Background: an optimization exercise with open tools, aiming at small area, a short achievable clock period and few clock cycles per item. Do not read the settings as production practice. In this exercise RTL edits were held to simulation tests only and were not proved equivalent to the original. Power figures rest on the tool's default switching activity, not on a simulated workload.

Setup of the baseline:
==> flow/design.v <==
`default_nettype none
package toeq_pkg;
   localparam int TimeWidth  = 32;
   localparam int IdentWidth = 16;
   localparam int FillWidth  = 5;
   localparam int EntryWidth = TimeWidth + 1 + IdentWidth;
   typedef enum logic {
      OP_INSERT = 1'b0,
      OP_REMOVE = 1'b1
   } op_type;
   typedef enum logic [1:0] {
      ST_OK    = 2'd0,
      ST_FULL  = 2'd1,
      ST_EMPTY = 2'd2
   } status_type;
endpackage
`default_nettype wire
`default_nettype none
module toeq_cell
(
   input  wire logic                              clock,
   input  wire logic                              write,
   input  wire logic [toeq_pkg::EntryWidth-1:0]   new_entry,
   output logic      [toeq_pkg::EntryWidth-1:0]   entry
);
   logic [toeq_pkg::EntryWidth-1:0] entry_ff;
   always_ff @(posedge clock) begin
      if (write) begin
         entry_ff <= new_entry;
      end
   end
   assign entry = entry_ff;
endmodule
`default_nettype wire
`default_nettype none
module time_ordered_event_queue
#(
   parameter int DEPTH = 16
) (
   input  wire logic                  clock,
   input  wire logic                  reset,
   input  wire logic                  req_valid,
   output logic                       req_stall,
   input  wire logic                  req_operation,
   input  wire logic [toeq_pkg::TimeWidth-1:0]  req_event_key_time,
   input  wire logic                  req_event_kind,
   input  wire logic [toeq_pkg::IdentWidth-1:0] req_event_ident,
   output logic                       rsp_valid,
   input  wire logic                  rsp_stall,
   output logic                       rsp_head_valid,
   output logic [toeq_pkg::TimeWidth-1:0]       rsp_head_time,
   output logic                       rsp_head_kind,
   output logic [toeq_pkg::IdentWidth-1:0]      rsp_head_ident,
   output logic [toeq_pkg::FillWidth-1:0]       rsp_fill_count,
   output logic [1:0]                 rsp_status
);
   localparam int EW = toeq_pkg::EntryWidth;
   localparam int TW = toeq_pkg::TimeWidth;
   localparam int CountWidth = $clog2(DEPTH + 1);
   logic                  r0_valid;
   logic                  r0_ins;      
   logic                  r0_rem;      
   toeq_pkg::status_type  r0_status;
   logic [DEPTH-1:0]      r0_slot;     
   logic [DEPTH-1:0]      r0_lt;       
   logic [DEPTH-1:0][EW-1:0]        slot;
   logic [DEPTH-1:0]                slot_valid;
   logic [DEPTH-1:0][DEPTH-1:0]     ahead_ff;  
   logic [DEPTH-1:0][DEPTH-1:0]     ahead;     
   logic [DEPTH-1:0]                head_oh;
   logic [CountWidth-1:0]           count_ff;
   logic                            empty_ff, one_ff, fifteen_ff;
   logic [DEPTH-1:0]                next_slot;  
   logic                            next_head;  
   logic [DEPTH-1:0]                write_slot;
   logic                  s2_valid;
   toeq_pkg::status_type  s2_status;
   logic                  rsp_valid_ff;
   logic                  rsp_head_valid_ff;
   logic [EW-1:0]         rsp_head_ff;
   logic [CountWidth-1:0] rsp_count_ff;
   toeq_pkg::status_type  rsp_status_ff;
   logic                  full_ff;     
   logic                  rsp_take, s2_move, exec, r0_load, accept;
   logic                  r0_valid_in, s2_valid_in, rsp_valid_in;
   logic                  is_full, ins_ok, rem_ok, full_in, empty_in;
   logic                  r0_ins_in, r0_rem_in;
   logic [DEPTH-1:0]      slot_valid_in, head_oh_in, next_slot_in;
   logic [DEPTH-1:0]      avail, avail_low, behind, second_oh, rest;
   logic                  new_is_head;
   logic [CountWidth-1:0] count_in;
   logic [DEPTH-1:0]      cmp;
   logic [EW-1:0]         head_data;
   function automatic logic time_lt(input logic [TW-1:0] a, input logic [TW-1:0] b);
      logic [TW-1:0] g, p;
      g = ~a & b;
      p = ~a | b;
      for (int w = 1; w < TW; w = w * 2) begin
         for (int k = 0; k + w < TW; k = k + 2 * w) begin
            g[k] = g[k+w] | (p[k+w] & g[k]);
            p[k] = p[k+w] & p[k];
         end
      end
      time_lt = g[0];
   endfunction
   assign rsp_take  = rsp_valid_ff && !rsp_stall;
   assign s2_move   = s2_valid && (!rsp_valid_ff || rsp_take);
   assign req_stall = full_ff && rsp_stall;
   assign r0_load   = !(r0_valid && s2_valid && rsp_valid_ff && rsp_stall);
   assign exec      = r0_valid && r0_load;
   assign accept    = req_valid && r0_load;
   assign r0_valid_in  = accept || (r0_valid && !exec);
   assign s2_valid_in  = exec || (s2_valid && !s2_move);
   assign rsp_valid_in = s2_move || (rsp_valid_ff && !rsp_take);
   assign is_full = count_ff[CountWidth-1];
   assign ins_ok  = r0_valid && r0_ins;
   assign rem_ok  = r0_valid && r0_rem;
   always_comb begin
      count_in = count_ff;
      if (ins_ok) count_in = count_ff + 1'b1;
      if (rem_ok) count_in = count_ff - 1'b1;
   end
   assign full_in  = is_full ? !rem_ok : (fifteen_ff && ins_ok);
   assign empty_in = empty_ff ? !ins_ok : (one_ff && rem_ok);
   assign behind      = slot_valid & ~r0_lt;
   assign new_is_head = (behind == '0);
   assign rest = slot_valid & ~head_oh;
   for (genvar j = 0; j < DEPTH; j++) begin : g_order
      for (genvar k = 0; k < DEPTH; k++) begin : g_pair
         if (j < k) begin : g_upper
            assign ahead[j][k] = ahead_ff[j][k];
            always_ff @(posedge clock) begin
               if (r0_load && ins_ok && r0_slot[j]) begin
                  ahead_ff[j][k] <= r0_lt[k];
               end else if (r0_load && ins_ok && r0_slot[k]) begin
                  ahead_ff[j][k] <= !r0_lt[j];
               end
            end
         end else if (j > k) begin : g_lower
            assign ahead[j][k] = !ahead_ff[k][j];
         end else begin : g_diag
            assign ahead[j][k] = 1'b0;
         end
      end
      always_comb begin
         second_oh[j] = rest[j];
         for (int k = 0; k < DEPTH; k++) begin
            if (rest[k] && ahead[k][j]) second_oh[j] = 1'b0;
         end
      end
   end
   always_comb begin
      slot_valid_in = slot_valid;
      head_oh_in    = head_oh;
      if (ins_ok) begin
         slot_valid_in = slot_valid | r0_slot;
         if (new_is_head) head_oh_in = r0_slot;
      end
      if (rem_ok) begin
         slot_valid_in = slot_valid & ~head_oh;
         head_oh_in    = second_oh;
      end
   end
   assign r0_ins_in = req_valid && req_operation == toeq_pkg::OP_INSERT && !full_in;
   assign r0_rem_in = req_valid && req_operation == toeq_pkg::OP_REMOVE && !empty_in;
   assign write_slot = next_slot | (next_head ? head_oh : '0);
   assign avail = ~slot_valid_in & ~(r0_ins_in ? write_slot : '0);
   for (genvar j = 0; j < DEPTH; j++) begin : g_free
      if (j == 0) begin : g_first
         assign avail_low[j] = avail[j];
      end else begin : g_rest
         assign avail_low[j] = avail[j] && !(|avail[j-1:0]);
      end
   end
   for (genvar j = 0; j < DEPTH; j++) begin : g_slot
      toeq_cell u_cell (
         .clock     (clock),
         .write     (r0_load && write_slot[j]),
         .new_entry ({req_event_key_time, req_event_kind, req_event_ident}),
         .entry     (slot[j])
      );
      assign cmp[j] = time_lt(req_event_key_time, slot[j][EW-1 -: TW]);
   end
   always_comb begin
      head_data = '0;
      for (int j = 0; j < DEPTH; j++) head_data = head_data | ({EW{head_oh[j]}} & slot[j]);
   end
   assign next_slot_in = avail_low;
   always_ff @(posedge clock) begin
      if (reset) begin
         slot_valid <= '0;
         head_oh    <= '0;
         next_slot  <= DEPTH'(1);
         next_head  <= 1'b0;
      end else if (r0_load) begin
         slot_valid <= slot_valid_in;
         head_oh    <= head_oh_in;
         next_slot  <= next_slot_in;
         next_head  <= !(|avail) && r0_rem_in;
      end
   end
   always_ff @(posedge clock) begin
      if (reset) begin
         r0_valid     <= 1'b0;
         count_ff     <= '0;
         empty_ff     <= 1'b1;
         one_ff       <= 1'b0;
         fifteen_ff   <= 1'b0;
         s2_valid     <= 1'b0;
         rsp_valid_ff <= 1'b0;
         full_ff      <= 1'b0;
      end else begin
         r0_valid     <= r0_valid_in;
         if (r0_load) begin
            count_ff   <= count_in;
            empty_ff   <= empty_in;
            one_ff     <= (count_in == CountWidth'(1));
            fifteen_ff <= (count_in == CountWidth'(DEPTH - 1));
         end
         s2_valid     <= s2_valid_in;
         rsp_valid_ff <= rsp_valid_in;
         full_ff      <= r0_valid_in && s2_valid_in && rsp_valid_in;
      end
   end
   always_ff @(posedge clock) begin
      if (r0_load) begin
         r0_ins  <= r0_ins_in;
         r0_rem  <= r0_rem_in;
         r0_slot <= write_slot;
         r0_lt   <= cmp;
         if (req_operation == toeq_pkg::OP_INSERT) begin
            r0_status <= full_in ? toeq_pkg::ST_FULL : toeq_pkg::ST_OK;
         end else begin
            r0_status <= empty_in ? toeq_pkg::ST_EMPTY : toeq_pkg::ST_OK;
         end
      end
      if (exec) begin
         s2_status <= r0_status;
      end
      if (s2_move) begin
         rsp_head_valid_ff <= !empty_ff;
         rsp_head_ff       <= head_data;
         rsp_count_ff      <= count_ff;
         rsp_status_ff     <= s2_status;
      end
   end
   assign rsp_valid      = rsp_valid_ff;
   assign rsp_head_valid = rsp_head_valid_ff;
   assign rsp_head_time  = rsp_head_ff[EW-1 -: TW];
   assign rsp_head_kind  = rsp_head_ff[toeq_pkg::IdentWidth];
   assign rsp_head_ident = rsp_head_ff[toeq_pkg::IdentWidth-1:0];
   assign rsp_fill_count = rsp_count_ff;
   assign rsp_status     = rsp_status_ff;
endmodule
`default_nettype wire
Settings: LEC_CHECK=0, ABC_AREA=1, CAP_MARGIN=20, CORE_MARGIN=2, CORE_UTILIZATION=62, CTS_CLUSTER_DIAMETER=80, CTS_CLUSTER_SIZE=25, SETUP_SLACK_MARGIN=2.5, SLEW_MARGIN=20; clock period 4.5 ns.
standard.sh (not shown) runs the stock make flow with config.mk's settings and CLKGATE_MAP_FILE= SYNTH_SCRIPT=/design/flow/synth_recipe.tcl, a recipe that flattens the netlist after the stock synthesis.
==> flow/flow/run.sh <==
#!/bin/bash
# Standard layout, except that the port buffers are sky130_fd_sc_hd__buf_4 cells
# (resizable like any buffer) instead of the flow's default pick.
set -euo pipefail
export BUFFER_PORTS_ARGS="-buffer_cell sky130_fd_sc_hd__buf_4"
bash standard.sh > standard.log 2>&1
Testbench counts of the baseline, summed over its fixed seeds: cycles 16,024, requests 16,000.
### the baseline -> the candidate
- changing SETUP_SLACK_MARGIN from 2.5 to 2.65
- changing CORE_UTILIZATION from 62 to 55
Findings:
- In terms of clock power, the candidate and the baseline differ only marginally.
- Tap cell instance count ends up higher on the candidate.
- The baseline has lower multi-input gate area in the final layout than the candidate.

==> what the ideal ports hide <==
In the flow no input, the clock included, has a driving cell. The finished layouts below were timed again as built, in two steps. Step 1, drivers: a clkbuf_16 drives clock and a buf_2 each remaining input, both assumed. Step 2 also shifts input and output timing later by t, the mid clock arrival at the registers, as if the neighbouring blocks saw the same clock. a / b / c = ideal ports / drivers / drivers and shift; a / b = the first two.
| run | t, ns | slack for setup (ns) | worst hold slack (ns) | worst setup path after step 2 | slew at the worst register clock pin (ns) |
|---|---|---|---|---|---|
| the baseline | 0.751 | 2.258 / 2.219 / 1.629 | 0.437 / 0.437 / 0.437 | input to register | 0.11 / 0.11 |
| the candidate | 0.768 | 2.336 / 2.259 / 1.727 | 0.392 / 0.402 / 0.428 | input to register | 0.11 / 0.11 |
After both steps every run listed still meets setup and hold. For the baseline, which loses most, drivers alone change the setup slack by -0.039 ns; drivers and shift together by -0.629 ns.
